Background: an optimization exercise with open tools, aiming at small area, a short achievable clock period and few clock cycles per item. Do not read the settings as production practice. The RTL was checked by simulation tests, not by an equivalence proof against the original design.

== run A ==
## rgbw_linear_fade_engine
module rgbw_linear_fade_engine #(
  parameter int LEVEL_BITS = 10
) (
  input  logic                  clk,
  input  logic                  rst,
  input  logic                  in_valid,
  output logic                  in_ready,
  input  logic                  cmd,
  input  logic [LEVEL_BITS-1:0] channel_0,
  input  logic [LEVEL_BITS-1:0] channel_1,
  input  logic [LEVEL_BITS-1:0] channel_2,
  input  logic [LEVEL_BITS-1:0] channel_3,
  input  logic                  fade_on,
  output logic                  out_valid,
  input  logic                  out_ready,
  output logic [LEVEL_BITS-1:0] drive_0,
  output logic [LEVEL_BITS-1:0] drive_1,
  output logic [LEVEL_BITS-1:0] drive_2,
  output logic [LEVEL_BITS-1:0] drive_3,
  output logic                  fade_done,
  input  logic                  cfg_valid,
  output logic                  cfg_ready,
  input  logic [7:0]            cfg_data
);
export LEC_CHECK = 0
export CAP_MARGIN = 20
export CORE_MARGIN = 2
export CORE_UTILIZATION = 50
export SETUP_SLACK_MARGIN = 4.5
export SLEW_MARGIN = 20
create_clock -name core_clock -period 8.5 [get_ports {clk}]
run.sh (not shown) runs the stock make flow with config.mk's settings and CLKGATE_MAP_FILE= SYNTH_SCRIPT=/design/flow/synth_recipe.tcl, a recipe that flattens the netlist after the stock synthesis.
Testbench counts of run A, summed over its fixed seeds: cycles 41,136, results 13,995.
Input changes introduced in run B (baseline for comparison: run A):
# run A
export LEC_CHECK = 0
export CAP_MARGIN = 20
export CORE_MARGIN = 2
export CORE_UTILIZATION = 50
export SETUP_SLACK_MARGIN = 4.5
export SLEW_MARGIN = 20
create_clock -name core_clock -period 8.5 [get_ports {clk}]
# run B
export LEC_CHECK = 0
export CAP_MARGIN = 20
export CORE_MARGIN = 2
export CORE_UTILIZATION = 65
export SETUP_SLACK_MARGIN = 5
export SLEW_MARGIN = 20
create_clock -name core_clock -period 8.5 [get_ports {clk}]
## What came out
Run B finished every step from synthesis to the final layout, and the layout passed the timing, DRC and antenna checks.
Looking only at register-to-register path setup slack, and setting everything else aside, the lower value of run A and run B goes to run A.
Delta (run B minus run A): worst setup slack after placement went up 610 ps; flip-flop and latch count held; detailed-routing wirelength on met1 went down about 10%.
## Diff of input files: run C against run B
# run B
export LEC_CHECK = 0
export CAP_MARGIN = 20
export CORE_MARGIN = 2
export CORE_UTILIZATION = 65
export SETUP_SLACK_MARGIN = 5
export SLEW_MARGIN = 20
create_clock -name core_clock -period 8.5 [get_ports {clk}]
# run C
export LEC_CHECK = 0
export CAP_MARGIN = 20
export CORE_MARGIN = 2
export CORE_UTILIZATION = 40
export SETUP_SLACK_MARGIN = 5
export SLEW_MARGIN = 20
export TNS_END_PERCENT = 20
create_clock -name core_clock -period 8.5 [get_ports {clk}]
==> comparison <==
Re post-synthesis to final-layout area growth: run C is 0.24 points up on run B. Against run B, count of non-filler cells in the finished layout in run C rose by a little under 10%. Diff run B -> run C: maximum net fanout on the critical path moved up; logic depth of the worst setup path including buffers moved down; worst slack at placement moved down; time the worst path needs with I/O delays and setup moved down. Looking at commonest non-fill, non-tap cell in the layout, the sky130_fd_sc_hd__nand2_1 result is from run C; the sky130_fd_sc_hd__inv_1 one comes from run B. Summary of run C over run B: slack of the critical path went up; final critical-path share of the clock period went down.
Inputs modified between run C and run D:
# run C
export LEC_CHECK = 0
export CAP_MARGIN = 20
export CORE_MARGIN = 2
export CORE_UTILIZATION = 40
export SETUP_SLACK_MARGIN = 5
export SLEW_MARGIN = 20
export TNS_END_PERCENT = 20
create_clock -name core_clock -period 8.5 [get_ports {clk}]
# run D
export LEC_CHECK = 0
export CAP_MARGIN = 20
export CORE_MARGIN = 2
export CORE_UTILIZATION = 40
export CTS_CLUSTER_DIAMETER = 100
export CTS_CLUSTER_SIZE = 40
export SETUP_SLACK_MARGIN = 4.75
export SLEW_MARGIN = 20
create_clock -name core_clock -period 8.5 [get_ports {clk}]
--- outcome ---
- Run D: no failed stages, no open violations at the end
- Run D vs run C — area of all placed cells without fillers dropped 650 µm².
- Delta (run D minus run C): first-iteration DRC count now sits higher; clock insertion delay at the later pin of the skew report now sits lower.

port drivers added, routing unchanged:
Ports are ideal in the flow. The routed layouts listed here were re-timed in OpenROAD. Step 1: set_driving_cell puts a clkbuf_16 on clk and a buf_2 on each other input, an assumption about the parent block. Step 2 also shifts input and output timing later by t, the mid clock arrival at the registers, as if the neighbouring blocks saw the same clock. Slacks: ideal ports / drivers / drivers and shift; pairs: ideal ports / drivers.
run | shift t [ns] | setup slack, ns | worst setup path at the end | latest minus earliest clock arrival (ns)
run A | 0.591 | 4.644 / 4.644 / 4.164 | input to register | 0.020 / 0.021
run B | 0.585 | 4.784 / 4.784 / 4.506 | input to register | 0.019 / 0.019
run C | 0.595 | 4.814 / 4.814 / 4.420 | input to register | 0.026 / 0.026
run D | 0.548 | 4.887 / 4.918 / 4.369 | input to register | 0.034 / 0.035
After both steps every run listed still meets setup and hold. The setup slack of run D, which loses most, moves by +0.031 ns with the drivers and by -0.518 ns with both steps.
